This design comes from an exercise in tuning for small area, a short achievable clock period and few clock cycles on the open sky130 flow, not from production work. In this exercise RTL edits were held to simulation tests only and were not proved equivalent to the original. Power figures rest on the tool's default switching activity, not on a simulated workload.

**design.v**
```verilog
`timescale 1ns / 1ps
package ale_pkg;
    localparam int DEF_CAPACITY = 128;
    localparam int OP_W    = 3;
    localparam int VALUE_W = 32;
    localparam int POS_W   = 7;
    localparam int COUNT_W = 8;
    localparam logic [OP_W-1:0] OP_APPEND     = 3'd0;
    localparam logic [OP_W-1:0] OP_DEL_LAST   = 3'd1;
    localparam logic [OP_W-1:0] OP_DEL_AT     = 3'd2;
    localparam logic [OP_W-1:0] OP_SEARCH     = 3'd3;
    localparam logic [OP_W-1:0] OP_SEARCH_DEL = 3'd4;
    typedef struct packed {
        logic capture;    
        logic append;     
        logic dec;        
        logic set_ok;
        logic ptr_zero;   
        logic ptr_pin;    
        logic hit;        
        logic rd_en;      
        logic shift_wr;   
        logic publish;    
    } ale_cmd_t;
    typedef struct packed {
        logic [OP_W-1:0] op;
        logic            full;
        logic            empty;
        logic            pin_ok;
        logic            ptr_end;
        logic            rv;
        logic            match;
    } ale_status_t;
endpackage
`timescale 1ns / 1ps
module ale_g_nor2 (input logic a, input logic b, output logic y);
    assign y = !(a || b);
endmodule
module ale_g_nand2 (input logic a, input logic b, output logic y);
    assign y = !(a && b);
endmodule
module ale_g_inv (input logic a, output logic y);
    assign y = !a;
endmodule
module ale_g_andn (input logic a, input logic b, output logic y);
    assign y = a && !b;
endmodule
module ale_prefix
#(
    parameter int LOG = 7
)
(
    input  logic [2**LOG-1:0] x,
    output logic [2**LOG-1:0] yn
);
    localparam int N = 2**LOG;
    logic [(LOG+1)*N-1:0] s;
    assign s[N-1:0] = x;
    for (genvar l = 0; l < LOG; l++)
    begin : g_lvl
        for (genvar i = 0; i < N; i++)
        begin : g_node
            if (i < (1 << l))
            begin : g_pass
                ale_g_inv u_g (.a(s[l*N + i]), .y(s[(l+1)*N + i]));
            end
            else if ((l % 2) == 0)
            begin : g_nor
                ale_g_nor2 u_g (.a(s[l*N + i]), .b(s[l*N + i - (1 << l)]), .y(s[(l+1)*N + i]));
            end
            else
            begin : g_nand
                ale_g_nand2 u_g (.a(s[l*N + i]), .b(s[l*N + i - (1 << l)]), .y(s[(l+1)*N + i]));
            end
        end
    end
    if ((LOG % 2) == 1)
    begin : g_odd
        assign yn = s[LOG*N +: N];
    end
    else
    begin : g_even
        for (genvar i = 0; i < N; i++)
        begin : g_inv
            ale_g_inv u_g (.a(s[LOG*N + i]), .y(yn[i]));
        end
    end
endmodule
module ale_ortree
#(
    parameter int LOG = 6
)
(
    input  logic [2**LOG-1:0] x,
    output logic              y
);
    localparam int N = 2**LOG;
    if (LOG == 0)
    begin : g_one
        assign y = x[0];
    end
    else
    begin : g_tree
        logic [2*N-2:0] s;
        assign s[N-1:0] = x;
        for (genvar l = 0; l < LOG; l++)
        begin : g_lvl
            localparam int IB = 2*N - (2*N >> l);
            localparam int OB = 2*N - (N >> l);
            for (genvar m = 0; m < (N >> (l + 1)); m++)
            begin : g_node
                if ((l % 2) == 0)
                begin : g_nor
                    ale_g_nor2 u_g (.a(s[IB + 2*m]), .b(s[IB + 2*m + 1]), .y(s[OB + m]));
                end
                else
                begin : g_nand
                    ale_g_nand2 u_g (.a(s[IB + 2*m]), .b(s[IB + 2*m + 1]), .y(s[OB + m]));
                end
            end
        end
        if ((LOG % 2) == 1)
        begin : g_fix
            ale_g_inv u_g (.a(s[2*N-2]), .y(y));
        end
        else
        begin : g_ok
            assign y = s[2*N-2];
        end
    end
endmodule
module ale_enc
#(
    parameter int LOG = 7
)
(
    input  logic [2**LOG-1:0] pmn,    
    output logic [LOG-1:0]    pos
);
    for (genvar k = 0; k < LOG; k++)
    begin : g_bit
        localparam int T = 1 << (LOG - 1 - k);    
        logic [T-1:0] term;
        for (genvar m = 0; m < T; m++)
        begin : g_term
            ale_g_andn u_g (.a(pmn[(2*m + 1)*(1 << k) - 1]), .b(pmn[(2*m + 2)*(1 << k) - 1]),
                            .y(term[m]));
        end
        ale_ortree #(.LOG(LOG - 1 - k)) u_or (.x(term), .y(pos[k]));
    end
endmodule
module ale_g_o21ai (input logic a1, input logic a2, input logic b1, output logic y);
    assign y = !((a1 || a2) && b1);
endmodule
module ale_g_lmux (input logic s1n, input logic s2n, input logic a, input logic b,
                   output logic y);
    assign y = (s1n || s2n) ? a : b;
endmodule
module ale_g_xnor2 (input logic a, input logic b, output logic y);
    assign y = !(a ^ b);
endmodule
module ale_g_nand4 (input logic a, input logic b, input logic c, input logic d,
                    output logic y);
    assign y = !(a && b && c && d);
endmodule
module ale_g_nand3 (input logic a, input logic b, input logic c, output logic y);
    assign y = !(a && b && c);
endmodule
module ale_eq32 (input logic [31:0] a, input logic [31:0] b, input logic v,
                 output logic m);
    logic [31:0] x;
    logic [7:0]  n4;
    logic [3:0]  a8;
    logic [1:0]  n16;
    for (genvar k = 0; k < 32; k++)
    begin : g_x
        ale_g_xnor2 u_g (.a(a[k]), .b(b[k]), .y(x[k]));
    end
    for (genvar k = 0; k < 8; k++)
    begin : g_n4
        ale_g_nand4 u_g (.a(x[4*k]), .b(x[4*k+1]), .c(x[4*k+2]), .d(x[4*k+3]), .y(n4[k]));
    end
    for (genvar k = 0; k < 4; k++)
    begin : g_a8
        ale_g_nor2 u_g (.a(n4[2*k]), .b(n4[2*k+1]), .y(a8[k]));
    end
    ale_g_nand3 u_n16a (.a(a8[0]), .b(a8[1]), .c(v), .y(n16[0]));
    ale_g_nand2 u_n16b (.a(a8[2]), .b(a8[3]), .y(n16[1]));
    ale_g_nor2  u_m    (.a(n16[0]), .b(n16[1]), .y(m));
endmodule
module ale_g_xor2 (input logic a, input logic b, output logic y);
    assign y = a ^ b;
endmodule
module ale_eq32n (input logic [31:0] a, input logic [31:0] bn, input logic v,
                  output logic m);
    logic [31:0] x;
    logic [7:0]  n4;
    logic [3:0]  a8;
    logic [1:0]  n16;
    for (genvar k = 0; k < 32; k++)
    begin : g_x
        ale_g_xor2 u_g (.a(a[k]), .b(bn[k]), .y(x[k]));
    end
    for (genvar k = 0; k < 8; k++)
    begin : g_n4
        ale_g_nand4 u_g (.a(x[4*k]), .b(x[4*k+1]), .c(x[4*k+2]), .d(x[4*k+3]), .y(n4[k]));
    end
    for (genvar k = 0; k < 4; k++)
    begin : g_a8
        ale_g_nor2 u_g (.a(n4[2*k]), .b(n4[2*k+1]), .y(a8[k]));
    end
    ale_g_nand3 u_n16a (.a(a8[0]), .b(a8[1]), .c(v), .y(n16[0]));
    ale_g_nand2 u_n16b (.a(a8[2]), .b(a8[3]), .y(n16[1]));
    ale_g_nor2  u_m    (.a(n16[0]), .b(n16[1]), .y(m));
endmodule
module ale_mtsel (input logic s1n, input logic s2n, input logic en, input logic r0,
                  input logic r1, input logic ae, output logic y);
    assign y = (!(s1n || s2n) || !en) ? r1 : (r0 || ae);
endmodule
`timescale 1ns / 1ps
module array_list_engine
#(
    parameter int CAPACITY = ale_pkg::DEF_CAPACITY
)
(
    input  logic                                clk,
    input  logic                                rst_n,
    input  logic                                req_valid,
    output logic                                req_ready,
    input  logic [ale_pkg::OP_W-1:0]            req_op,
    input  logic signed [ale_pkg::VALUE_W-1:0]  req_value,
    input  logic [ale_pkg::POS_W-1:0]           req_position_in,
    output logic                                rsp_valid,
    input  logic                                rsp_ready,
    output logic                                rsp_ok,
    output logic [ale_pkg::POS_W-1:0]           rsp_position_out,
    output logic [ale_pkg::COUNT_W-1:0]         rsp_count_out
);
    localparam int N  = CAPACITY;
    localparam int VW = ale_pkg::VALUE_W;
    localparam int PW = ale_pkg::POS_W;
    localparam int CW = ale_pkg::COUNT_W;
    localparam int RW = 1 + PW + CW;
    logic                     a_v;
    logic [ale_pkg::OP_W-1:0] a_op;
    logic [VW-1:0]            a_val;
    logic [VW-1:0]            a_valn;      
    logic [PW-1:0]            a_pin;
    logic                     r_v;
    logic [ale_pkg::OP_W-1:0] r_op;
    logic [VW-1:0]            r_val;       
    logic [PW-1:0]            r_pin;
    logic [N-1:0]             r_dat;       
    logic [N-1:0]             a_dat;
    logic [N-1:0]             mt;
    logic                     c_v;
    logic                     c_ok;
    logic                     c_pv;        
    logic [CW-1:0]            c_cnt;
    logic [N-1:0]             c_pmn;
    logic                     o0_v;
    logic                     o1_v;
    logic [RW-1:0]            o0;
    logic [RW-1:0]            o1;
    logic                     full3;
    logic                     exec;
    logic                     adv;
    logic                     take;
    logic                     pop;
    logic                     c_go;
    logic                     a_v_next;
    logic                     r_v_next;
    logic                     c_v_next;
    logic                     o0_v_next;
    logic                     o1_v_next;
    assign full3 = c_v && o0_v && o1_v;
    assign exec  = r_v && !full3;
    assign adv   = !r_v || !full3;
    assign take  = req_valid && req_ready;
    assign pop   = o0_v && rsp_ready;
    assign c_go  = c_v && (!o1_v || pop);
    always_comb
    begin
        a_v_next  = req_ready ? req_valid : a_v;
        r_v_next  = adv ? a_v : r_v;
        c_v_next  = exec || (c_v && !c_go);
        o0_v_next = o0_v;
        o1_v_next = o1_v;
        if (pop)
        begin
            o0_v_next = o1_v || c_go;
            o1_v_next = o1_v && c_go;
        end
        else if (c_go)
        begin
            o0_v_next = 1'b1;
            o1_v_next = o0_v;
        end
    end
    always_ff @(posedge clk or negedge rst_n)
    begin
        if (!rst_n)
        begin
            a_v       <= 1'b0;
            r_v       <= 1'b0;
            c_v       <= 1'b0;
            o0_v      <= 1'b0;
            o1_v      <= 1'b0;
            req_ready <= 1'b1;
        end
        else
        begin
            a_v       <= a_v_next;
            r_v       <= r_v_next;
            c_v       <= c_v_next;
            o0_v      <= o0_v_next;
            o1_v      <= o1_v_next;
            req_ready <= !a_v_next || !r_v_next || !(c_v_next && o0_v_next && o1_v_next);
        end
    end
    always_ff @(posedge clk)
    begin
        if (take)
        begin
            a_op  <= req_op;
            a_val  <= req_value;
            a_valn <= ~req_value;
            a_pin <= req_position_in;
        end
        if (adv)
        begin
            r_op  <= a_op;
            r_val <= (a_op == ale_pkg::OP_APPEND) ? a_val : '0;
            r_pin <= a_pin;
            r_dat <= a_dat;
        end
    end
    always_comb
    begin
        for (int i = 0; i < N; i++)
            a_dat[i] = (a_op == ale_pkg::OP_DEL_AT) && (PW'(i) >= a_pin);
    end
    logic [VW-1:0]  ent [N];
    logic [N-1:0]   vld;           
    logic [CW-1:0]  cnt;
    logic           is_app;
    logic           is_dlast;
    logic           is_dat;
    logic           is_srch;
    logic           is_sdel;
    logic           full;
    logic           empty;
    logic           pin_ok;
    assign is_app   = (r_op == ale_pkg::OP_APPEND);
    assign is_dlast = (r_op == ale_pkg::OP_DEL_LAST);
    assign is_dat   = (r_op == ale_pkg::OP_DEL_AT);
    assign is_srch  = (r_op == ale_pkg::OP_SEARCH);
    assign is_sdel  = (r_op == ale_pkg::OP_SEARCH_DEL);
    assign full     = vld[N-1];
    assign empty    = !vld[0];
    assign pin_ok   = ({1'b0, r_pin} < cnt);
    logic [N-1:0]   pmn;
    logic           found;
    ale_prefix #(.LOG(PW)) u_prefix (.x(mt), .yn(pmn));
    assign found = !pmn[N-1];
    logic [N-1:0]   at_cnt;
    assign at_cnt = vld ^ {vld[N-2:0], 1'b1};
    logic           do_app;
    logic           do_dec;
    logic           sdel_n;        
    assign do_app = exec && is_app && !full;
    assign do_dec = exec && ((is_dlast && !empty) || (is_dat && pin_ok) || (is_sdel && found));
    assign sdel_n = !(exec && is_sdel);
    logic [N-1:0]   sh_e;
    logic [N-1:0]   we_n;
    logic [N-1:0]   we;
    always_comb
    begin
        for (int i = 0; i < N; i++)
        begin
            sh_e[i] = exec && (r_dat[i]
                               || (is_dlast && ((i == N - 1) || !vld[(i < N - 1) ? i + 1 : i])));
            we_n[i] = !(sh_e[i] || (do_app && at_cnt[i]));
        end
    end
    logic [N-1:0]   we2;
    for (genvar i = 0; i < N; i++)
    begin : g_we
        ale_g_o21ai u_we  (.a1(sdel_n), .a2(pmn[i]), .b1(we_n[i]), .y(we[i]));
        ale_g_o21ai u_we2 (.a1(sdel_n), .a2(pmn[i]), .b1(we_n[i]), .y(we2[i]));
    end
    localparam int HW = VW / 2;
    always_ff @(posedge clk)
    begin
        for (int i = 0; i < N - 1; i++)
        begin
            if (we[i])
                ent[i][HW-1:0] <= (ent[i + 1][HW-1:0] & {HW{!at_cnt[i]}}) | r_val[HW-1:0];
            if (we2[i])
                ent[i][VW-1:HW] <= (ent[i + 1][VW-1:HW] & {(VW-HW){!at_cnt[i]}}) | r_val[VW-1:HW];
        end
        if (we[N-1])
            ent[N-1][HW-1:0] <= r_val[HW-1:0];
        if (we2[N-1])
            ent[N-1][VW-1:HW] <= r_val[VW-1:HW];
    end
    logic [CW-1:0]  cnt_next;
    always_comb
    begin
        cnt_next = cnt;
        if (do_app)
            cnt_next = cnt + CW'(1);
        else if (do_dec)
            cnt_next = cnt - CW'(1);
    end
    always_ff @(posedge clk or negedge rst_n)
    begin
        if (!rst_n)
        begin
            vld <= '0;
            cnt <= '0;
        end
        else
        begin
            cnt <= cnt_next;
            for (int i = 0; i < N; i++)
            begin
                if (we[i])
                    vld[i] <= do_app || ((i < N - 1) && vld[(i < N - 1) ? i + 1 : i]);
            end
        end
    end
    always_ff @(posedge clk)
    begin
        if (exec)
        begin
            c_ok  <= (is_app && !full) || (is_dlast && !empty) || (is_dat && pin_ok)
                     || ((is_srch || is_sdel) && found);
            c_pv  <= (is_srch || is_sdel) && found;
            c_cnt <= cnt_next;
            c_pmn <= pmn;
        end
    end
    logic [N:0]     raw;
    logic           eqv;
    logic [N-1:0]   mt_next;
    for (genvar i = 0; i < N; i++)
    begin : g_eq
        if (i < N / 2)
        begin : g_lo
            ale_eq32  u_eq (.a(ent[i]), .b(a_val), .v(vld[i]), .m(raw[i]));
        end
        else
        begin : g_hi
            ale_eq32n u_eq (.a(ent[i]), .bn(a_valn), .v(vld[i]), .m(raw[i]));
        end
    end
    assign raw[N] = 1'b0;
    assign eqv = (r_val == a_val);    
    logic [N-1:0]   sh_en;
    logic [N-1:0]   ae;
    always_comb
    begin
        for (int i = 0; i < N; i++)
        begin
            sh_en[i] = !sh_e[i];
            ae[i]    = do_app && at_cnt[i] && eqv;
        end
    end
    for (genvar i = 0; i < N; i++)
    begin : g_mt
        ale_mtsel u_mt (.s1n(sdel_n), .s2n(pmn[i]), .en(sh_en[i]), .r0(raw[i]),
                        .r1(raw[i + 1]), .ae(ae[i]), .y(mt_next[i]));
    end
    always_ff @(posedge clk)
    begin
        if (adv)
            mt <= mt_next;
    end
    logic [PW-1:0]  c_pos;
    logic [RW-1:0]  res;
    ale_enc #(.LOG(PW)) u_enc (.pmn(c_pmn), .pos(c_pos));
    assign res = {c_ok, c_pv ? c_pos : PW'(0), c_cnt};
    always_ff @(posedge clk or negedge rst_n)
    begin
        if (!rst_n)
            o0 <= '0;
        else if (pop)
        begin
            if (o1_v)
                o0 <= o1;
            else
                o0 <= res;
        end
        else if (c_go && !o0_v)
            o0 <= res;
    end
    always_ff @(posedge clk)
    begin
        if (c_go && (pop ? o1_v : o0_v))
            o1 <= res;
    end
    assign rsp_valid        = o0_v;
    assign rsp_ok           = o0[RW-1];
    assign rsp_position_out = o0[RW-2 -: PW];
    assign rsp_count_out    = o0[CW-1:0];
endmodule
```
**run.sh**
```bash
#!/bin/bash
# synth_recipe.tcl (not shown) runs the flow's synth.tcl, then flattens the netlist and writes it again
# the make line also repeats each setting of config.mk as NAME=value (left out here)
make -C /OpenROAD-flow-scripts/flow DESIGN_CONFIG=/design/flow/config.mk WORK_HOME=/design/flow/orfs CLKGATE_MAP_FILE= SYNTH_SCRIPT=/design/flow/synth_recipe.tcl finish
```
**config.mk**
```make
export PLATFORM = sky130hd
export DESIGN_NAME = array_list_engine
export DESIGN_NICKNAME = array_list_engine
export VERILOG_FILES = /design/flow/design.v
export SDC_FILE = /design/flow/constraint.sdc
export NUM_CORES = 4
export LEC_CHECK = 0
export CAP_MARGIN = 20
export CORE_MARGIN = 2
export CORE_UTILIZATION = 60
export CTS_CLUSTER_DIAMETER = 80
export CTS_CLUSTER_SIZE = 20
export SETUP_SLACK_MARGIN = 3.2
export SLEW_MARGIN = 20
export SYNTH_HIERARCHICAL = 1
export SYNTH_MINIMUM_KEEP_SIZE = 0
```
**constraint.sdc**
```tcl
create_clock -name core_clock -period 6.0 [get_ports {clk}]
set_input_delay 1.2000 -clock core_clock [delete_from_list [all_inputs] [get_ports {clk}]]
set_output_delay 1.2000 -clock core_clock [all_outputs]
set_load 0.01 [all_outputs]
```
==> results of run 1 <==
==> metal layers <==
metal / vias to the layer above / global-route usage, %
li1: 70900 / -
met1: 87000 / 49.3
met2: 12800 / 71.0
met3: 4796 / 11.8
met4: 36 / 39.6
met5: - / 0
==> state kept, by name (all words and copies together), names as in the netlist, 3 cells and up <==
register	flops
r_val	32
c_cnt	8
r_dat	128
mt	128
r_op	3
o0	16
ent	4096
vld	128
r_pin	7
o1	16
a_val	32
a_valn	32
a_pin	7
c_pmn	128
cnt	8
a_op	3
==> modules after synthesis (local to each module, per instance), excerpt <==
module	cells inside	times used	flip-flops and latches	cell area, sq um
ale_g_andn	1	127	0	13.8
ale_g_xor2	1	2048	0	8.76
ale_g_nand2	1	509	0	3.75
array_list_engine	11300	1	4780	185000
ale_g_inv	1	130	0	3.75
ale_g_nor2	1	1148	0	3.75
ale_g_o21ai	1	256	0	5.00
ale_g_nand3	1	128	0	5.00
ale_g_nand4	1	1024	0	6.26
ale_mtsel	4	128	0	26.3
ale_g_xnor2	1	2048	0	8.76
==> repair_timing <==
item,in CTS,in global routing
gates cloned,71,400
pin swaps,35,66
setup endpoints to repair,4632,3920
resized for setup,784,2115
hold endpoints to repair,0,0
setup buffers,118,144
==> synthesized netlist by cell type (2+ instances only) <==
cell / count
mux2i_1: 145
o21ai_1: 256
a211oi_1: 3
a21oi_1: 220
a41oi_1: 3
clkbuf_1: 902
nor4_1: 6
nor3_2: 2
o21a_1: 130
a21o_1: 4065
nand2b_1: 8
buf_4: 129
and2_1: 44
or2_2: 6
dfrtp_1: 157
nor2_1: 1820
ha_1: 8
a31oi_1: 7
buf_1: 16
nor3_1: 4
nand4_1: 1034
edfxtp_1: 4622
inv_1: 310
xor2_1: 2048
nand2_1: 583
a21boi_0: 3
or3_1: 9
and3_1: 7
buf_2: 28
o21ai_0: 159
nand3_1: 134
xnor2_1: 2214
o21ai_2: 128
nor2b_1: 7
nor2b_4: 127
==> layout make-up <==
type | count | share of cell area [%]
clock buffer | 446 | 2.87
multi-input combinational | 13200 | 36.2
tap | 5287 | 2.39
timing repair buffer | 1468 | 6.42
antenna | 53 | 0.0479
inverter | 310 | 0.431
sequential | 4780 | 51.5
clock inverter | 29 | 0.110
==> report_power, final <==
| group | switching [mW] | leakage [nW] | internal [mW] |
|---|---|---|---|
| Clock | 11.6 | 3.96 | 9.30 |
| Sequential | 10.7 | 45.1 | 56.9 |
| Combinational | 42.8 | 63.1 | 28.3 |
==> worst min-delay path by stage <==
stage,from,endpoint,slack (ns),depth (start not counted)
after floorplan,a_pin[0],r_pin[0],0.42,0
after global placement,c_cnt[5],o1[5],0.45,0
after detailed placement,c_cnt[6],o1[6],0.44,0
after CTS,rst_n,vld[24],0.15,1
after global routing,rst_n,vld[36],0.19,1
final,rst_n,vld[38],0.19,1
==> cells by family after synthesis <==
group,synth area share (%)
xor+xnor,15.4
compound gates,14.9
mux,0.605
buf+inv,2.37
other cells,0.00155
simple gates,7.66
fa+ha+maj,0.0414
flops,59.0
==> metrics by stage <==
stage	worst slack, ns	power (mW)	instance area [sq um]
after floorplan	1.03	105	242000
after global placement	1.76	127	252000
after detailed placement	1.74	128	252000
after CTS	3.03	150	265000
after global routing	2.90	164	277000
final	2.84	159	277000
==> worst register-to-register path: stages (launching register included) <==
cell      delay (ns)
edfxtp_1        0.46
nor2_1          0.26
nand2_1         0.16
nor2_1          0.17
nand2_1         0.12
nor2_1          0.20
nand2_1         0.23
inv_1           0.61
o21ai_4         0.15
mux2i_4         0.52
==> impl_metrics.tcl, run 1 <==
set metrics [dict create \
    grt_pass1_vias 169000 \
    grt_start_max_net_pins 115 \
    fillerInstances 29100 \
    multi_input_area_sq_mm 0.100 \
    slew_viol_final 0 \
    crit_path_top_delay_cell "inv_1" \
    top_layer "met5" \
    vias_per_cell 6.86 \
    cts_tree "built" \
    m1WireLength_um 309000 \
    post-synth-top-area-fraction_pct 57.4 \
    io_pins 64 \
    syn2layout_area_growth_pct 14.5 \
    reg2reg_to "mt[36]" \
    status "no timing/DRC/antenna violations" \
    fin_util_pct 68.9 \
    setup_viol 0 \
    antenna_found_initial 72 \
    grt_pass1_wl_um 1270000 \
    cp-end-kind "flop" \
    crit_buf_inv 1 \
    start_util_pct 60.2 \
    num_vias 175000 \
    synth-seq-cells 4780 \
    cts_sinks 4780 \
    num_rows 233 \
    finalHoldViolCount 0 \
    dieHeight_um 639 \
    startpoint_type "flop" \
    critPathKind "reg -> reg" \
    crit_path_end "mt[36]" \
    synth_top_cell_by_area "edfxtp_1" \
    synth_edf_count 4622 \
    stdcell_count 25600 \
    period_share_pct 52.7 \
    min_path_type "in -> async" \
    totalWireLength_um 973000 \
    die_w_um 639 \
    worst_r2r_path_depth 9 \
    place_hpwl_um 587000 \
    crit_cells 9 \
    cap_viol_max_count 0 \
    core_sq_mm 0.402 \
    ys_types 52 \
    dr_wl_met3_um 113000 \
    power_density_mw_per_mm2 576 \
    cts_root_buffer "clkbuf_16" \
    async_reset_ff_share_pct 3.31 \
    r2r_start "mt[27]" \
    layout_common_cells "4622 x edfxtp_1, 4065 x a21o_1, 2084 x xnor2_1, 2048 x xor2_1, 1539 x nor2_1" \
    final_common_cell "edfxtp_1" \
    htreeDepth 5 \
    netlist_instances 19400 \
    worst-path-max-fanout 4 \
    cp.required_ns 6.70 \
    avgSynthCellArea_sq_um 12.5 \
    tns_ns 0 \
    rsz0062_at_grt "true" \
    dp.cells 24300 \
    drc 0 \
    synthTopCellsByArea "edfxtp_1 57%, a21o_1 13%, xnor2_1 8.0%" \
    ff_latch_area_sq_mm 0.143 \
    slowest_delay_ns 0.61 \
    ys_warn_count 9 \
    die_area_sq_mm 0.408 \
    io_buffers 63 \
    crit_arrival_ns 3.86 \
    vdd_drop_max_v 0.000529 \
    synth_ff_type "edfxtp_1" \
    first_pass_iters 9 \
    crit_start "mt[27]" \
    first_iter_violations 23500 \
    fin_nets 20100 \
    numCtsBuffers 282 \
    clock_latency_ns 1.02 \
    routabilityCongestion 1.07 \
    fmax_mhz 316 \
    netlist_area_sq_mm 0.242 \
    groute.usage.overall_pct 44.5 \
    p_leak_nw 112 \
    skew_ns 0.0498 \
    fin_crit_ns 3.16 \
    hold_buffers 0 \
    reg2reg_slack_ns 2.84 \
    yosysSeqAreaShare_pct 59.0 \
    drive_above_1_share_pct 14.4 \
    clk_pin_slew_worst_paths_ns 0.10 \
    hold_slack_ns 0.195 \
    slew_headroom_pct 4.71 \
    syn_nets 19400 \
    wl_met2_um 440000 \
    clk_path_buf_depth 4 \
    grt_overflow 0 \
    cp_top_family "simple AND/OR/NAND/NOR gates" \
    worst_pin_slew_ns 1.43 \
    ant_nets 0 \
    wl_per_cell_um 38.1 \
    path_cells "nor2_1, nand2_1, nor2_1, nand2_1, nor2_1, nand2_1, inv_1, o21ai_4, mux2i_4" \
]
Testbench counts, summed over its fixed seeds: cycles 4,832.
==> run 2, diff against run 1 <==
--- a/config.mk
+++ b/config.mk
@@ -5,12 +5,12 @@
 export SDC_FILE = /design/flow/constraint.sdc
 export NUM_CORES = 4
 export LEC_CHECK = 0
-export CAP_MARGIN = 20
+export CAP_MARGIN = 30
 export CORE_MARGIN = 2
 export CORE_UTILIZATION = 60
 export CTS_CLUSTER_DIAMETER = 80
 export CTS_CLUSTER_SIZE = 20
 export SETUP_SLACK_MARGIN = 3.2
-export SLEW_MARGIN = 20
+export SLEW_MARGIN = 40
 export SYNTH_HIERARCHICAL = 1
 export SYNTH_MINIMUM_KEEP_SIZE = 0
==> impl_metrics.tcl, run 2 <==
set metrics [dict create \
    numCtsBuffers 282 \
    dr_wl_met3_um 110000 \
    worst_pin_slew_ns 1.22 \
    antenna_found_initial 66 \
    totalWireLength_um 966000 \
    synth_most_common_cell "edfxtp_1" \
    avgSynthCellArea_sq_um 12.5 \
    clk_pin_slew_worst_paths_ns 0.09 \
    skew_ns 0.0605 \
    syn2layout_area_growth_pct 14.4 \
    cts_tree "built" \
    period_share_pct 51.5 \
    critPathKind "reg -> reg" \
    reg2reg_to "ent[100][11]" \
    synth_edf_count 4622 \
    fin_nets 20100 \
    fmax_mhz 324 \
    r2r_start "r_op[2]" \
    slew_headroom_pct 18.6 \
    status "no timing/DRC/antenna violations" \
    ant_nets 0 \
    synthTopCellsByArea "edfxtp_1 57%, a21o_1 13%, xnor2_1 8.0%" \
    largest_register_ffs 4096 \
    m1WireLength_um 307000 \
    cap_viol_max_count 0 \
    cts_root_buffer "clkbuf_16" \
    synth_top_cell_by_area "edfxtp_1" \
    htreeDepth 5 \
    wl_per_cell_um 37.8 \
    grt_overflow 0 \
    num_rows 233 \
    cp.required_ns 6.78 \
    io_pins 64 \
    fin_util_pct 68.8 \
    power_density_mw_per_mm2 577 \
    layout_common_cells "4622 x edfxtp_1, 4065 x a21o_1, 2087 x xnor2_1, 2048 x xor2_1, 1635 x nor2_1" \
    p_total_mw 160 \
    groute.usage.overall_pct 43.9 \
    synth_ff_type "edfxtp_1" \
    top_register "ent" \
    vias_per_cell 6.88 \
    reg2reg_slack_ns 2.91 \
    dieHeight_um 639 \
    io_buffers 63 \
    grt_start_max_net_pins 123 \
    worst-path-max-fanout 9 \
    num_vias 176000 \
    tns_ns 0 \
    min_path_type "in -> async" \
    wl_met2_um 438000 \
    netlist_area_sq_mm 0.242 \
    synth-seq-cells 4780 \
    synthTopCellsByCount "4622 x edfxtp_1, 4065 x a21o_1, 2214 x xnor2_1, 2048 x xor2_1, 1820 x nor2_1" \
    cts_sinks 4780 \
    die_w_um 639 \
    drc 0 \
    finalHoldViolCount 0 \
    grt_pass1_vias 168000 \
    crit_arrival_ns 3.87 \
    startpoint_type "flop" \
    slew_viol_final 0 \
    worst_r2r_path_depth 9 \
    netlist_instances 19400 \
    start_util_pct 60.2 \
    top_layer "met5" \
    first_pass_iters 10 \
    clock_latency_ns 1.06 \
    final_common_cell "edfxtp_1" \
    vdd_drop_max_v 0.000362 \
    yosysSeqAreaShare_pct 59.0 \
    first_iter_violations 23900 \
    syn_nets 19400 \
    clk_path_buf_depth 4 \
    fin_crit_ns 3.09 \
    post-synth-top-area-fraction_pct 57.4 \
    place_hpwl_um 596000 \
    drive_above_1_share_pct 13.5 \
    async_reset_ff_share_pct 3.31 \
    ys_types 52 \
    grt_pass1_wl_um 1250000 \
    hold_buffers 0 \
    setup_viol 0 \
    ys_warn_count 9 \
    die_area_sq_mm 0.408 \
    cp-end-kind "flop" \
    routabilityCongestion 1.07 \
    rsz0062_at_grt "true" \
    p_leak_nw 112 \
    core_sq_mm 0.402 \
]
[run 2: cell counts after synthesis]
Identical to the previous run, type by type.
[run 2: per-layer routing]
metal  global-route usage, %  vias to the layer above
met5                  0.0591                        -
met4                    38.2                       26
met3                    11.0                     4911
met2                    70.6                    12900
met1                    48.7                    87300
li1                        -                    70800
[run 2: how the worst max path moves through the flow]
stage | slack (ns) | cells after the start | to | from
after floorplan | 1.03 | 3 | ent[125][0] | r_op[2]
after global placement | 1.76 | 10 | mt[22] | a_val[31]
after detailed placement | 2.02 | 10 | mt[22] | a_val[31]
after CTS | 3.05 | 1 | req_ready | req_ready
after global routing | 2.90 | 11 | vld[100] | r_op[1]
final | 2.91 | 9 | ent[100][11] | r_op[2]
[run 2: cell type report]
| type | count | area [sq um] |
|---|---|---|
| clock buffer | 452 | 8020 |
| antenna | 68 | 170 |
| clock inverter | 30 | 380 |
| inverter | 310 | 1190 |
| multi-input combinational | 13200 | 99500 |
| fill | 29100 | 125000 |
| timing repair buffer | 1438 | 18100 |
| tap | 5287 | 6620 |
| sequential | 4780 | 143000 |
[run 2: kinds of logic (layout without fill, tap and decap cells)]
family	after synthesis	count (layout)	share of synthesized area, %
AO/OA/AOI/OAI	4983	4983	14.9
flip-flops	4780	4780	59.0
XOR/XNOR	4262	4262	15.4
AND/OR/NAND/NOR	3795	3803	7.66
buffers and inverters	1386	2230	2.37
multiplexers	146	146	0.605
adder cells (fa/ha/maj)	8	8	0.0414
other	1	69	0.00155
[run 2: stage by stage]
stage                     instances  setup WS [ns]  cell area [sq um]  hold WS [ns]
after floorplan               19400           1.03             242000         0.424
after global placement        24300           1.76             252000         0.445
after detailed placement      24300           2.02             253000         0.443
after CTS                     24900           3.05             264000         0.143
after global routing          25500           2.90             277000         0.151
final                         25600           2.91             277000         0.122
[run 2: repair_timing]
action / 4_1_cts / 5_1_grt
resized for setup: 604 / 1972
pin swaps: 22 / 93
setup buffers: 76 / 161
cloned: 27 / 401
setup endpoints to repair: 4462 / 4283
[run 2: critical path: stages, from the launching register on]
cell      delay, ns
edfxtp_1       0.48
buf_4          0.16
or3b_4         0.38
or3_4          0.56
buf_6          0.21
buf_16         0.17
buf_16         0.22
buf_12         0.18
o21ai_4        0.22
buf_8          0.19
[run 2: power by group]
part | switching, mW | internal, mW
combinational | 42.5 | 28.4
clock | 11.6 | 9.55
sequential | 10.7 | 56.9
total | 64.8 | 94.9
[run 2: Yosys stat by module (local to each module, per instance), a selection]
module	area, sq um	times used
ale_g_nor2	3.75	1148
ale_g_o21ai	5.00	256
ale_g_nand4	6.26	1024
ale_g_nand3	5.00	128
ale_g_inv	3.75	130
ale_g_xor2	8.76	2048
array_list_engine	185000	1
ale_g_nand2	3.75	509
ale_mtsel	26.3	128
ale_g_xnor2	8.76	2048
ale_g_andn	13.8	127
==> run 3, diff against run 2 <==
--- a/design.v
+++ b/design.v
@@ -389,20 +389,24 @@
         ale_g_o21ai u_we  (.a1(sdel_n), .a2(pmn[i]), .b1(we_n[i]), .y(we[i]));
         ale_g_o21ai u_we2 (.a1(sdel_n), .a2(pmn[i]), .b1(we_n[i]), .y(we2[i]));
     end
+    logic [VW-1:0]  g_even;        
+    assign g_even = is_app ? ~r_val : '0;
     localparam int HW = VW / 2;
     always_ff @(posedge clk)
     begin
         for (int i = 0; i < N - 1; i++)
         begin
             if (we[i])
-                ent[i][HW-1:0] <= (ent[i + 1][HW-1:0] & {HW{!at_cnt[i]}}) | r_val[HW-1:0];
+                ent[i][HW-1:0] <= ~((ent[i + 1][HW-1:0] & {HW{!at_cnt[i]}})
+                                    | ((i % 2 == 0) ? g_even[HW-1:0] : r_val[HW-1:0]));
             if (we2[i])
-                ent[i][VW-1:HW] <= (ent[i + 1][VW-1:HW] & {(VW-HW){!at_cnt[i]}}) | r_val[VW-1:HW];
+                ent[i][VW-1:HW] <= ~((ent[i + 1][VW-1:HW] & {(VW-HW){!at_cnt[i]}})
+                                     | ((i % 2 == 0) ? g_even[VW-1:HW] : r_val[VW-1:HW]));
         end
         if (we[N-1])
-            ent[N-1][HW-1:0] <= r_val[HW-1:0];
+            ent[N-1][HW-1:0] <= ~r_val[HW-1:0];
         if (we2[N-1])
-            ent[N-1][VW-1:HW] <= r_val[VW-1:HW];
+            ent[N-1][VW-1:HW] <= ~r_val[VW-1:HW];
     end
     logic [CW-1:0]  cnt_next;
     always_comb
@@ -448,11 +452,25 @@
     begin : g_eq
         if (i < N / 2)
         begin : g_lo
-            ale_eq32  u_eq (.a(ent[i]), .b(a_val), .v(vld[i]), .m(raw[i]));
+            if (i % 2 == 0)
+            begin : g_e
+                ale_eq32  u_eq (.a(ent[i]), .b(a_val), .v(vld[i]), .m(raw[i]));
+            end
+            else
+            begin : g_o
+                ale_eq32n u_eq (.a(ent[i]), .bn(a_val), .v(vld[i]), .m(raw[i]));
+            end
         end
         else
         begin : g_hi
-            ale_eq32n u_eq (.a(ent[i]), .bn(a_valn), .v(vld[i]), .m(raw[i]));
+            if (i % 2 == 0)
+            begin : g_e
+                ale_eq32n u_eq (.a(ent[i]), .bn(a_valn), .v(vld[i]), .m(raw[i]));
+            end
+            else
+            begin : g_o
+                ale_eq32  u_eq (.a(ent[i]), .b(a_valn), .v(vld[i]), .m(raw[i]));
+            end
         end
     end
     assign raw[N] = 1'b0;
--- a/config.mk
+++ b/config.mk
@@ -7,7 +7,7 @@
 export LEC_CHECK = 0
 export CAP_MARGIN = 30
 export CORE_MARGIN = 2
-export CORE_UTILIZATION = 60
+export CORE_UTILIZATION = 55
 export CTS_CLUSTER_DIAMETER = 80
 export CTS_CLUSTER_SIZE = 20
 export SETUP_SLACK_MARGIN = 3.2
==> impl_metrics.tcl, run 3 <==
set metrics [dict create \
    synth_top_cell_by_area "edfxtp_1" \
    worst-path-max-fanout 47 \
    stdcell_count 25400 \
    htreeDepth 5 \
    crit_buf_inv 2 \
    antenna_found_initial 97 \
    setup_viol 0 \
    syn_nets 19400 \
    core_sq_mm 0.420 \
    yosysSeqAreaShare_pct 61.6 \
    layout_common_cells "4622 x edfxtp_1, 4284 x a21oi_1, 2086 x xnor2_1, 2049 x xor2_1, 1663 x nor2_1" \
    top_register "ent" \
    ant_nets 0 \
    synthTopCellsByArea "edfxtp_1 60%, a21oi_1 9.3%, xnor2_1 8.4%" \
    drive_above_1_share_pct 9.77 \
    worst_pin_slew_ns 1.31 \
    postPlaceCellArea_sq_mm 0.244 \
    cp_top_family "simple AND/OR/NAND/NOR gates" \
    async_reset_ff_share_pct 3.31 \
    fmax_mhz 330 \
    numCtsBuffers 280 \
    synth_edf_count 4622 \
    grt_overflow 0 \
    period_share_pct 50.5 \
    ys_types 54 \
    fin_nets 19600 \
    clk_pin_slew_worst_paths_ns 0.09 \
    grt_pass1_wl_um 1270000 \
    synthTopCellsByCount "4622 x edfxtp_1, 4291 x a21oi_1, 2213 x xnor2_1, 2049 x xor2_1, 1830 x nor2_1" \
    routabilityCongestion 1.11 \
    io_buffers 63 \
    p_total_mw 145 \
    die_area_sq_mm 0.427 \
    dieHeight_um 653 \
    final_common_cell "edfxtp_1" \
    critPathKind "reg -> reg" \
    crit_arrival_ns 3.88 \
    fin_util_pct 60.8 \
    stdcell_area_sq_mm 0.256 \
    largest_register_ffs 4096 \
    clk_path_buf_depth 4 \
    finalWorstSetupSlack_ns 2.97 \
    num_vias 169000 \
    netlist_instances 19400 \
    die_w_um 653 \
    ys_warn_count 9 \
    startpoint_type "flop" \
    clock_latency_ns 1.03 \
    place_hpwl_um 619000 \
    tns_ns 0 \
    vias_per_cell 6.65 \
    synth_most_common_cell "edfxtp_1" \
    dpl_worst_slack_ns 2.26 \
    cts_sinks 4780 \
    first_iter_violations 24200 \
    io_pins 64 \
    fin_crit_ns 3.03 \
    cts_root_buffer "clkbuf_16" \
    groute.usage.overall_pct 42.7 \
    synth_ff_type "edfxtp_1" \
    dp.cells 24800 \
    p_leak_nw 83.2 \
    min_path_type "in -> async" \
    vdd_drop_max_v 0.000381 \
    synth-seq-cells 4780 \
    crit_path_top_delay_cell "edfxtp_1" \
    cp-end-kind "flop" \
    grt_start_max_net_pins 100 \
    syn2layout_area_growth_pct 10.2 \
    first_pass_iters 8 \
    slew_headroom_pct 12.9 \
    drc 0 \
    status "no timing/DRC/antenna violations" \
    slew_viol_final 0 \
    worst_r2r_path_depth 8 \
    crit_cells 8 \
    num_rows 238 \
    totalWireLength_um 930000 \
    cap_viol_max_count 0 \
    hold_buffers 0 \
    skew_ns 0.0667 \
    post-synth-top-area-fraction_pct 59.8 \
    hold_slack_ns 0.0676 \
    power_density_mw_per_mm2 567 \
    wl_per_cell_um 36.6 \
    cpMostUsedCell "nor2_1" \
    slowest_delay_ns 0.69 \
    rsz0062_at_grt "true" \
    cts_tree "built" \
    finalHoldViolCount 0 \
    start_util_pct 55.2 \
    path_cells "buf_12, xnor2_1, nand4_1, nor2_1, nand2_1, nor2_1, inv_1, mux2i_1" \
    cp.required_ns 6.85 \
    grt_pass1_vias 162000 \
    netlist_area_sq_mm 0.232 \
    avgSynthCellArea_sq_um 12.0 \
]
-- run 3: cell types whose count changed in the layout (fill, tap and decap cells not counted), sizes merged, moves of 5 or more --
| cell | before | now |
|---|---|---|
| diode | 68 | 45 |
| a21o | 4065 | 9 |
| buf | 1336 | 881 |
| clkinvlp | 9 | 18 |
| nor2b | 134 | 129 |
| or3 | 15 | 7 |
| clkbuf | 502 | 463 |
| nand2 | 584 | 558 |
| inv | 316 | 334 |
| o21ai | 543 | 538 |
| nor2 | 1821 | 1859 |
| a21oi | 220 | 4291 |
-- run 3: logic make-up after synthesis --
logic type | share of synthesized area, %
AOI/OAI and AO/OA | 11.2
xor gates and xnor gates | 16.1
adders and majority gates | 0.0432
buffers and inverters | 2.48
DFF | 61.6
muxes | 0.631
other | 0.00162
and+or+nand+nor | 8.03
-- run 3: path summary, 6_finish.rpt --
path | start | endpoint | slack, ns
worst max-delay path | a_val[16] | mt[3] | 2.97
worst min register to register | c_cnt[3] | o1[3] | 0.43
worst max register to register | a_val[16] | mt[3] | 2.97
worst min-delay path | rst_n | vld[121] | 0.07
max in group asynchronous | rst_n | vld[38] | 4.40
min in group core_clock | c_cnt[3] | o1[3] | 0.43
-- run 3: final cells by class --
class,instances,area (sq um)
inverter,343,1370
timing repair inverter,2,32.5
fill,34000,165000
timing repair buffer,934,10100
clock buffer,458,7880
multi-input combinational,13200,86100
clock inverter,23,231
tap,5640,7060
antenna,45,113
sequential,4780,143000
-- run 3: layer usage --
layer / up-vias / track usage, % / share of wire, %
met4: 28 / 29.1 / 8.4
li1: 69900 / - / -
met2: 11300 / 66.4 / 45
met1: 85000 / 52.4 / 34
met5: - / 0.419 / 0.049
met3: 3074 / 11.2 / 12
-- run 3: timing repair --
item                                    CTS  global route
setup endpoints to repair              5117          2282
cloned                                    9             4
resized for setup                       376           206
endpoints found under the hold margin     0             0
buffers inserted                         52            48
pin swaps                                16            27
-- run 3: worst reg2reg max path, stage by stage, from the launching register on --
cell      delay (ns)
edfxtp_1        0.69
buf_12          0.30
xnor2_1         0.79
nand4_1         0.14
nor2_1          0.11
nand2_1         0.19
nor2_1          0.36
inv_1           0.09
mux2i_1         0.19
-- run 3: modules after synthesis, one instance, submodules excluded, a selection --
module	times used	flops+latches	cells	area (sq um)
ale_g_xnor2	2048	0	1	8.76
ale_g_nand4	1024	0	1	6.26
ale_g_xor2	2048	0	1	8.76
array_list_engine	1	4780	11300	175000
ale_g_o21ai	256	0	1	5.00
ale_g_nand3	128	0	1	5.00
ale_g_nor2	1148	0	1	3.75
ale_g_nand2	509	0	1	3.75
ale_mtsel	128	0	4	26.3
ale_g_andn	127	0	1	13.8
ale_g_inv	130	0	1	3.75
-- run 3: power by group --
group / internal, mW / switching (mW) / total, mW
Clock: 9.21 / 11.5 / 20.7
Combinational: 18.5 / 39.7 / 58.1
Sequential: 56.4 / 9.78 / 66.2
Total: 84.1 / 60.9 / 145
Testbench counts of run 3, summed over its fixed seeds: cycles 4,832.
==> run 4, diff against run 3 <==
--- a/design.v
+++ b/design.v
@@ -213,10 +213,6 @@
     ale_g_nand2 u_n16b (.a(a8[2]), .b(a8[3]), .y(n16[1]));
     ale_g_nor2  u_m    (.a(n16[0]), .b(n16[1]), .y(m));
 endmodule
-module ale_mtsel (input logic s1n, input logic s2n, input logic en, input logic r0,
-                  input logic r1, input logic ae, output logic y);
-    assign y = (!(s1n || s2n) || !en) ? r1 : (r0 || ae);
-endmodule
 `timescale 1ns / 1ps
 module array_list_engine
 #(
@@ -244,7 +240,6 @@
     logic                     a_v;
     logic [ale_pkg::OP_W-1:0] a_op;
     logic [VW-1:0]            a_val;
-    logic [VW-1:0]            a_valn;      
     logic [PW-1:0]            a_pin;
     logic                     r_v;
     logic [ale_pkg::OP_W-1:0] r_op;
@@ -323,8 +318,7 @@
         if (take)
         begin
             a_op  <= req_op;
-            a_val  <= req_value;
-            a_valn <= ~req_value;
+            a_val <= req_value;
             a_pin <= req_position_in;
         end
         if (adv)
@@ -447,48 +441,30 @@
     end
     logic [N:0]     raw;
     logic           eqv;
+    logic [N-1:0]   mt_base;
     logic [N-1:0]   mt_next;
     for (genvar i = 0; i < N; i++)
     begin : g_eq
-        if (i < N / 2)
-        begin : g_lo
-            if (i % 2 == 0)
-            begin : g_e
-                ale_eq32  u_eq (.a(ent[i]), .b(a_val), .v(vld[i]), .m(raw[i]));
-            end
-            else
-            begin : g_o
-                ale_eq32n u_eq (.a(ent[i]), .bn(a_val), .v(vld[i]), .m(raw[i]));
-            end
+        if (i % 2 == 0)
+        begin : g_e
+            ale_eq32  u_eq (.a(ent[i]), .b(a_val), .v(vld[i]), .m(raw[i]));
         end
         else
-        begin : g_hi
-            if (i % 2 == 0)
-            begin : g_e
-                ale_eq32n u_eq (.a(ent[i]), .bn(a_valn), .v(vld[i]), .m(raw[i]));
-            end
-            else
-            begin : g_o
-                ale_eq32  u_eq (.a(ent[i]), .b(a_valn), .v(vld[i]), .m(raw[i]));
-            end
+        begin : g_o
+            ale_eq32n u_eq (.a(ent[i]), .bn(a_val), .v(vld[i]), .m(raw[i]));
         end
     end
     assign raw[N] = 1'b0;
     assign eqv = (r_val == a_val);    
-    logic [N-1:0]   sh_en;
-    logic [N-1:0]   ae;
     always_comb
     begin
         for (int i = 0; i < N; i++)
-        begin
-            sh_en[i] = !sh_e[i];
-            ae[i]    = do_app && at_cnt[i] && eqv;
-        end
+            mt_base[i] = sh_e[i] ? raw[i + 1] : ((do_app && at_cnt[i]) ? eqv : raw[i]);
     end
     for (genvar i = 0; i < N; i++)
     begin : g_mt
-        ale_mtsel u_mt (.s1n(sdel_n), .s2n(pmn[i]), .en(sh_en[i]), .r0(raw[i]),
-                        .r1(raw[i + 1]), .ae(ae[i]), .y(mt_next[i]));
+        ale_g_lmux u_mt (.s1n(sdel_n), .s2n(pmn[i]), .a(mt_base[i]), .b(raw[i + 1]),
+                         .y(mt_next[i]));
     end
     always_ff @(posedge clk)
     begin
==> impl_metrics.tcl, run 4 <==
set metrics [dict create \
    crit_buf_inv 3 \
    synth_ff_type "edfxtp_1" \
    grt_pass1_vias 167000 \
    drive_above_1_share_pct 10.4 \
    first_pass_iters 6 \
    syn_nets 19600 \
    die_area_sq_mm 0.427 \
    cts_sinks 4748 \
    numCtsBuffers 282 \
    num_vias 178000 \
    post-synth-top-area-fraction_pct 59.4 \
    grt-busiest-layer "met2" \
    drc 0 \
    slew_viol_final 0 \
    fin_crit_ns 3.31 \
    fillerInstances 33400 \
    slowest_delay_ns 0.47 \
    synth_top_cell_by_area "edfxtp_1" \
    io_buffers 63 \
    min_path_type "in -> async" \
    skew_ns 0.0542 \
    layout_common_cells "4590 x edfxtp_1, 4283 x a21oi_1, 2073 x xor2_1, 2061 x xnor2_1, 1810 x nor2_1" \
    p_leak_nw 86.7 \
    start_util_pct 55.2 \
    cap_viol_max_count 0 \
    multi_input_area_sq_mm 0.0884 \
    critPathKind "reg -> reg" \
    dpl_worst_slack_ns 2.12 \
    synth_edf_count 4590 \
    finalWorstSetupSlack_ns 2.69 \
    largest_register_ffs 4096 \
    slew_headroom_pct 30.2 \
    dieHeight_um 653 \
    status "no timing/DRC/antenna violations" \
    ys_types 52 \
    rsz0062_at_grt "true" \
    die_w_um 653 \
    antenna_found_initial 96 \
    worst-path-max-fanout 29 \
    netlist_instances 19600 \
    cp.required_ns 6.79 \
    cp_top_family "buffers and inverters" \
    ff_latch_area_sq_mm 0.142 \
    yosysSeqAreaShare_pct 61.1 \
    ys_warn_count 9 \
    first_iter_violations 29000 \
    wl_per_cell_um 39.1 \
    gr-usage-met3_pct 13.5 \
    syn2layout_area_growth_pct 11.8 \
    synthTopCellsByCount "4590 x edfxtp_1, 4285 x a21oi_1, 2189 x xnor2_1, 2073 x xor2_1, 1987 x nor2_1" \
    synth-seq-cells 4748 \
    grt_overflow 0 \
    power_density_mw_per_mm2 570 \
    routabilityCongestion 1.05 \
    cts_root_buffer "clkbuf_16" \
    grt_pass1_wl_um 1340000 \
    num_rows 238 \
    clk_pin_slew_worst_paths_ns 0.09 \
    r2r_start "a_val[26]" \
    ant_nets 0 \
    avgSynthCellArea_sq_um 11.8 \
    crit_path_top_delay_cell "edfxtp_1" \
    cts_tree "built" \
    htreeDepth 5 \
    async_reset_ff_share_pct 3.33 \
    stdcell_count 25800 \
    groute.usage.overall_pct 45.6 \
    finalHoldViolCount 0 \
    startpoint_type "flop" \
    crit_start "a_val[26]" \
    core_sq_mm 0.420 \
    use_met1_pct 56.1 \
    setup_viol 0 \
    period_share_pct 55.2 \
    worst_pin_slew_ns 1.05 \
    vdd_drop_max_v 0.000404 \
    synth_most_common_cell "edfxtp_1" \
    path_cells "buf_4, buf_12, buf_12, xnor2_1, nand4_1, nor2_1, nand2_1, nor2_1, and2_1, a211o_1, mux2_1" \
    io_pins 64 \
    crit_arrival_ns 4.10 \
    totalWireLength_um 1010000 \
    fin_nets 19900 \
    netlist_area_sq_mm 0.232 \
    vias_per_cell 6.92 \
    dp.cells 25000 \
    place_hpwl_um 659000 \
    top_register "ent" \
    final_common_cell "edfxtp_1" \
    clock_latency_ns 1.07 \
    cp-end-kind "flop" \
    clk_path_buf_depth 4 \
    grtUsageMet2_pct 67.8 \
    fmax_mhz 302 \
    synthTopCellsByArea "edfxtp_1 59%, a21oi_1 9.2%, xnor2_1 8.3%" \
    grt_start_max_net_pins 126 \
]
## run 4: layout make-up
cell class / count / area share, %
Inverter: 179 / 0.289
Timing Repair inverter: 2 / 0.00675
Antenna cell: 72 / 0.0695
Sequential cell: 4748 / 54.7
Clock buffer: 412 / 3.02
Timing Repair Buffer: 1082 / 4.97
Multi-Input combinational cell: 13600 / 34.1
Clock inverter: 45 / 0.161
Tap cell: 5640 / 2.72
## run 4: timing repair
item                       in CTS  in global routing
gates resized for setup       564                353
hold buffers                    0                  0
pin swaps                      59                 33
setup endpoints to repair    6052               3884
cloned                         21                 35
buffers inserted              107                 56
## run 4: through the flow
step / area (sq um) / setup TNS [ns] / utilization [%] / power [mW] / hold WS, ns
2_1_floorplan: 232000 / -565.04 / - / 97.1 / 0.424
3_3_place_gp: 244000 / 0 / 58.1 / 121 / 0.435
3_5_place_dp: 245000 / 0 / 58.3 / 122 / 0.455
4_1_cts: 256000 / 0 / 61.0 / 144 / 0.0426
5_1_grt: 259000 / 0 / 61.7 / 152 / 0.00894
6_report: 259000 / 0 / 61.7 / 148 / 0.0220
## run 4: kinds of logic (layout without fill, tap and decap cells)
family	count (synthesis)	in the layout	share of synthesized area, %
buf+inv	1244	1720	2.25
fa+ha+maj	8	8	0.0432
mux	146	146	0.700
flops	4748	4748	61.1
xor+xnor	4262	4262	16.1
simple gates	4318	4320	9.04
other cells	1	73	0.00162
compound gates	4863	4863	10.7
## run 4: path summary, 6_finish.rpt
| path | endpoint | slack (ns) | cells after the start |
|---|---|---|---|
| setup / recovery | mt[3] | 2.69 | 11 |
| hold / removal | o0[11] | 0.02 | 1 |
| setup reg to reg | mt[3] | 2.69 | 11 |
| hold reg to reg | o1[5] | 0.47 | 0 |
| max in group asynchronous | vld[0] | 4.73 | 2 |
| min in group core_clock | o1[5] | 0.47 | 0 |
## run 4: per-module statistics from Yosys, one instance, submodules excluded, a selection
module | times used | cells inside | cell area (sq um) | flops+latches
ale_g_xor2 | 2048 | 1 | 8.76 | 0
ale_g_nand3 | 128 | 1 | 5.00 | 0
ale_g_xnor2 | 2048 | 1 | 8.76 | 0
ale_g_o21ai | 256 | 1 | 5.00 | 0
ale_g_nand4 | 1024 | 1 | 6.26 | 0
ale_g_lmux | 128 | 2 | 15.0 | 0
ale_g_nor2 | 1148 | 1 | 3.75 | 0
ale_g_nand2 | 509 | 1 | 3.75 | 0
array_list_engine | 1 | 11800 | 176000 | 4748
ale_g_andn | 127 | 1 | 13.8 | 0
ale_g_inv | 130 | 1 | 3.75 | 0
## run 4: metal layers
metal	vias up	share of wire, %
li1	71000	-
met1	88600	33
met2	14600	43
met3	4093	14
met4	24	9.5
met5	-	0.016
## run 4: power breakdown
group	internal [mW]	leakage (nW)	switching, mW
sequential	56.0	44.5	10.1
clock	9.30	3.98	11.7
combinational	19.1	38.3	41.6
Testbench counts of run 4, summed over its fixed seeds: cycles 4,832.
==> run 5, diff against run 4 <==
--- a/design.v
+++ b/design.v
@@ -213,6 +213,52 @@
     ale_g_nand2 u_n16b (.a(a8[2]), .b(a8[3]), .y(n16[1]));
     ale_g_nor2  u_m    (.a(n16[0]), .b(n16[1]), .y(m));
 endmodule
+module ale_enc_a
+#(
+    parameter int LOG = 7,
+    parameter int PN  = 33       
+)
+(
+    input  logic [2**LOG-1:0] pmn,    
+    output logic [PN-1:0]     part
+);
+    for (genvar k = 0; k < LOG; k++)
+    begin : g_bit
+        localparam int T  = 1 << (LOG - 1 - k);    
+        localparam int GL = (T >= 4) ? 2 : ((T == 2) ? 1 : 0);
+        localparam int G  = T >> GL;
+        localparam int OF = (k <= LOG - 2) ? ((1 << (LOG - 2)) - (1 << (LOG - 2 - k)))
+                                           : ((1 << (LOG - 2)) - 1 + k - (LOG - 2));
+        logic [T-1:0] term;
+        for (genvar m = 0; m < T; m++)
+        begin : g_term
+            ale_g_andn u_g (.a(pmn[(2*m + 1)*(1 << k) - 1]), .b(pmn[(2*m + 2)*(1 << k) - 1]),
+                            .y(term[m]));
+        end
+        for (genvar g = 0; g < G; g++)
+        begin : g_grp
+            ale_ortree #(.LOG(GL)) u_or (.x(term[g*(1 << GL) +: (1 << GL)]), .y(part[OF + g]));
+        end
+    end
+endmodule
+module ale_enc_b
+#(
+    parameter int LOG = 7,
+    parameter int PN  = 33
+)
+(
+    input  logic [PN-1:0]  part,
+    output logic [LOG-1:0] pos
+);
+    for (genvar k = 0; k < LOG; k++)
+    begin : g_bit
+        localparam int G  = (LOG - 3 - k >= 0) ? (1 << (LOG - 3 - k)) : 1;
+        localparam int GL = (LOG - 3 - k >= 0) ? (LOG - 3 - k) : 0;
+        localparam int OF = (k <= LOG - 2) ? ((1 << (LOG - 2)) - (1 << (LOG - 2 - k)))
+                                           : ((1 << (LOG - 2)) - 1 + k - (LOG - 2));
+        ale_ortree #(.LOG(GL)) u_or (.x(part[OF +: G]), .y(pos[k]));
+    end
+endmodule
 `timescale 1ns / 1ps
 module array_list_engine
 #(
@@ -237,6 +283,7 @@
     localparam int PW = ale_pkg::POS_W;
     localparam int CW = ale_pkg::COUNT_W;
     localparam int RW = 1 + PW + CW;
+    localparam int EP = 33;      
     logic                     a_v;
     logic [ale_pkg::OP_W-1:0] a_op;
     logic [VW-1:0]            a_val;
@@ -252,7 +299,7 @@
     logic                     c_ok;
     logic                     c_pv;        
     logic [CW-1:0]            c_cnt;
-    logic [N-1:0]             c_pmn;
+    logic [EP-1:0]            c_part;      
     logic                     o0_v;
     logic                     o1_v;
     logic [RW-1:0]            o0;
@@ -357,6 +404,8 @@
     logic           found;
     ale_prefix #(.LOG(PW)) u_prefix (.x(mt), .yn(pmn));
     assign found = !pmn[N-1];
+    logic [EP-1:0]  b_part;
+    ale_enc_a #(.LOG(PW), .PN(EP)) u_enc_a (.pmn(pmn), .part(b_part));
     logic [N-1:0]   at_cnt;
     assign at_cnt = vld ^ {vld[N-2:0], 1'b1};
     logic           do_app;
@@ -436,7 +485,7 @@
                      || ((is_srch || is_sdel) && found);
             c_pv  <= (is_srch || is_sdel) && found;
             c_cnt <= cnt_next;
-            c_pmn <= pmn;
+            c_part <= b_part;
         end
     end
     logic [N:0]     raw;
@@ -473,7 +522,7 @@
     end
     logic [PW-1:0]  c_pos;
     logic [RW-1:0]  res;
-    ale_enc #(.LOG(PW)) u_enc (.pmn(c_pmn), .pos(c_pos));
+    ale_enc_b #(.LOG(PW), .PN(EP)) u_enc_b (.part(c_part), .pos(c_pos));
     assign res = {c_ok, c_pv ? c_pos : PW'(0), c_cnt};
     always_ff @(posedge clk or negedge rst_n)
     begin
==> impl_metrics.tcl, run 5 <==
set metrics [dict create \
    status "no timing/DRC/antenna violations" \
    grt_pass1_wl_um 1430000 \
    fin_util_pct 62.3 \
    cap_viol_max_count 0 \
    worst_pin_slew_ns 1.12 \
    clock_latency_ns 1.06 \
    fin_crit_ns 3.34 \
    netlist_instances 19500 \
    path_cells "xor2_1, nor4_1, nand3_2, or4_4, buf_16, buf_12, clkbuf_16, nor3_4, a211o_1, mux2_1" \
    synth-compound-area-share_pct 10.9 \
    critPathKind "reg -> reg" \
    cts_tree "built" \
    worst-path-max-fanout 7 \
    crit_arrival_ns 4.24 \
    ant_nets 0 \
    p_leak_nw 86.9 \
    synthXorXnorAreaFrac_pct 16.3 \
    syn2layout_area_growth_pct 13.1 \
    cts_sinks 4653 \
    num_rows 237 \
    cp-end-kind "flop" \
    drc 0 \
    netlist_area_sq_mm 0.229 \
    first_pass_iters 8 \
    synth-simple-area-share_pct 9.15 \
    synth_fa_ha_area_share_pct 0.0437 \
    io_buffers 63 \
    skew_ns 0.0782 \
    synth-seq-cells 4653 \
    stdcell_count 25800 \
    first_iter_violations 31400 \
    finalHoldViolCount 0 \
    io_pins 64 \
    slew_viol_final 0 \
    cp.required_ns 6.90 \
    layout_common_cells "4495 x edfxtp_1, 4276 x a21oi_1, 2072 x xor2_1, 2060 x xnor2_1, 1819 x nor2_1" \
    setup_viol 0 \
    slowest_delay_ns 1.00 \
    min_path_type "in -> async" \
    grt_overflow 0 \
    grt_pass1_vias 169000 \
    clk_pin_slew_worst_paths_ns 0.10 \
    synth_most_common_cell "edfxtp_1" \
    syn_nets 19600 \
    crit_path_top_delay_cell "edfxtp_1" \
    final_common_cell "edfxtp_1" \
    die_area_sq_mm 0.422 \
    totalWireLength_um 1090000 \
    fin_nets 20000 \
    crit_buf_inv 3 \
    vias_per_cell 7.13 \
    yosysSeqAreaShare_pct 60.6 \
    startpoint_type "flop" \
    synthTopCellsByCount "4495 x edfxtp_1, 4285 x a21oi_1, 2189 x xnor2_1, 2073 x xor2_1, 1987 x nor2_1" \
    drive_above_1_share_pct 11.1 \
    async_reset_ff_share_pct 3.40 \
    numCtsBuffers 279 \
    synth_top_cell_by_area "edfxtp_1" \
    num_vias 184000 \
    groute.usage.overall_pct 49.5 \
    ys_warn_count 9 \
    fmax_mhz 299 \
    muxShareOfSynthArea_pct 0.709 \
    htreeDepth 5 \
    wl_per_cell_um 42.5 \
    largest_register_ffs 4096 \
    grt_start_max_net_pins 104 \
    synth_edf_count 4495 \
    routabilityCongestion 1.05 \
    antenna_found_initial 108 \
    vdd_drop_max_v 0.000425 \
    synth_top_family_by_area "XOR/XNOR gates" \
    cts_root_buffer "clkbuf_16" \
    ys_types 52 \
    start_util_pct 55.1 \
    rsz0062_at_grt "true" \
    synthTopCellsByArea "edfxtp_1 59%, a21oi_1 9.4%, xnor2_1 8.4%" \
    clk_path_buf_depth 4 \
    dp.cells 24800 \
    dieHeight_um 649 \
    fillerInstances 33200 \
    die_w_um 649 \
    period_share_pct 55.7 \
    avgSynthCellArea_sq_um 11.8 \
    post-synth-top-area-fraction_pct 58.9 \
    top_register "ent" \
    slew_headroom_pct 25.4 \
    cp_top_family "simple AND/OR/NAND/NOR gates" \
    core_sq_mm 0.416 \
    synth_ff_type "edfxtp_1" \
    place_hpwl_um 672000 \
    power_density_mw_per_mm2 576 \
    hold_buffers 0 \
]
[run 5: layout make-up]
cell class / instances / area [sq um] / share of cell area, %
antenna: 121 / 303 / 0.117
clock buffer: 434 / 7850 / 3.03
clock inverter: 43 / 566 / 0.218
inverter: 179 / 793 / 0.306
multi-input combinational: 13600 / 88500 / 34.1
sequential: 4653 / 139000 / 53.6
tap: 5497 / 6880 / 2.65
timing repair buffer: 1243 / 15400 / 5.92
timing repair inverter: 2 / 17.5 / 0.00676
[run 5: metal layers]
metal | global-route usage (%) | routed length, um | vias up
met4 | 41.6 | 119000 | 54
met3 | 17.0 | 168000 | 4954
met5 | 0.328 | 796 | -
met2 | 70.9 | 451000 | 16500
met1 | 60.2 | 356000 | 91100
li1 | - | - | 71100
[run 5: stage by stage]
stage | hold WS, ns | instance area [sq um] | power, mW | setup TNS, ns | setup WS [ns]
finish | 0.0422 | 259000 | 149 | 0 | 2.66
global route | 0.0623 | 259000 | 152 | 0 | 2.75
CTS | 0.206 | 255000 | 143 | 0 | 2.92
detailed placement | 0.448 | 242000 | 121 | 0 | 2.22
global placement | 0.440 | 241000 | 120 | 0 | 2.04
floorplan | 0.424 | 229000 | 95.6 | -565.04 | -1.88
[run 5: path summary, 6_finish.rpt]
kind	from	endpoint	slack (ns)	cells past startpoint
min in group core_clock	c_cnt[7]	o1[7]	0.46	0
worst max-delay path	r_val[14]	mt[60]	2.66	10
worst min-delay path	rst_n	vld[86]	0.04	1
worst max register to register	r_val[14]	mt[60]	2.66	10
max in group asynchronous	rst_n	vld[20]	4.38	4
worst min register to register	c_cnt[7]	o1[7]	0.46	0
[run 5: kinds of logic after synthesis]
logic type      after synthesis
simple gates               4318
buf+inv                    1247
other cells                   1
mux                         146
compound gates             4863
fa+ha+maj                     8
flops                      4653
xor+xnor                   4262
[run 5: what timing repair did]
item,CTS,global route
hold endpoints to repair,0,0
gates cloned,41,62
pin swaps,70,130
resized for setup,487,469
endpoints found under the setup margin,5568,3157
setup buffers,155,109
[run 5: Yosys stat by module, one instance, submodules excluded, a selection]
module             cell area (sq um)  times used  cells inside  flip-flops and latches
ale_g_xnor2                     8.76        2048             1                       0
ale_g_andn                      13.8         127             1                       0
ale_g_inv                       3.75         130             1                       0
ale_g_o21ai                     5.00         256             1                       0
ale_g_lmux                      15.0         128             2                       0
ale_g_nand3                     5.00         128             1                       0
ale_g_nand4                     6.26        1024             1                       0
ale_g_nor2                      3.75        1148             1                       0
ale_g_xor2                      8.76        2048             1                       0
array_list_engine             174000           1         11700                    4653
ale_g_nand2                     3.75         509             1                       0
[run 5: where the power goes]
part	leakage (nW)	internal [mW]	switching [mW]	total, mW
Clock	4.05	9.41	11.7	21.1
Combinational	39.3	19.3	43.7	63.0
Sequential	43.5	54.9	10.2	65.2
Testbench counts of run 5, summed over its fixed seeds: cycles 4,832.

## static timing again, ports no longer ideal
How much do the figures lean on ideal ports? The routed layouts below were timed once more, with nothing changed but the port constraints.
Step 1 sets driving cells, clkbuf_16 on the clock port and buf_2 on the other inputs (assumed; they add their load-dependent delay and slew).
Step 2 times the ports against the registers' clock, not the clock port: input delays grow and output delays shrink by t, the midpoint of the rising clock arrivals with the driver on.
Three values: ideal, step 1, step 2; two values: the first two.
| run | t, ns | slack for setup (ns) | hold WS [ns] | latest minus earliest clock arrival (ns) |
|---|---|---|---|---|
| run 1 | 1.131 | 2.835 / 2.835 / 2.504 | 0.195 / 0.226 / 0.476 | 0.050 / 0.049 |
| run 2 | 1.167 | 2.909 / 2.909 / 2.723 | 0.122 / 0.176 / 0.480 | 0.063 / 0.063 |
| run 3 | 1.138 | 2.969 / 2.838 / 2.451 | 0.068 / 0.063 / 0.432 | 0.067 / 0.067 |
| run 4 | 1.172 | 2.687 / 2.687 / 2.000 | 0.022 / -0.057 / 0.469 | 0.060 / 0.059 |
| run 5 | 1.159 | 2.658 / 2.658 / 2.502 | 0.042 / -0.041 / 0.461 | 0.081 / 0.081 |
After both steps every run listed still meets setup and hold. For run 4, which loses most, drivers alone change the setup slack by 0.000 ns; drivers and shift together by -0.687 ns.
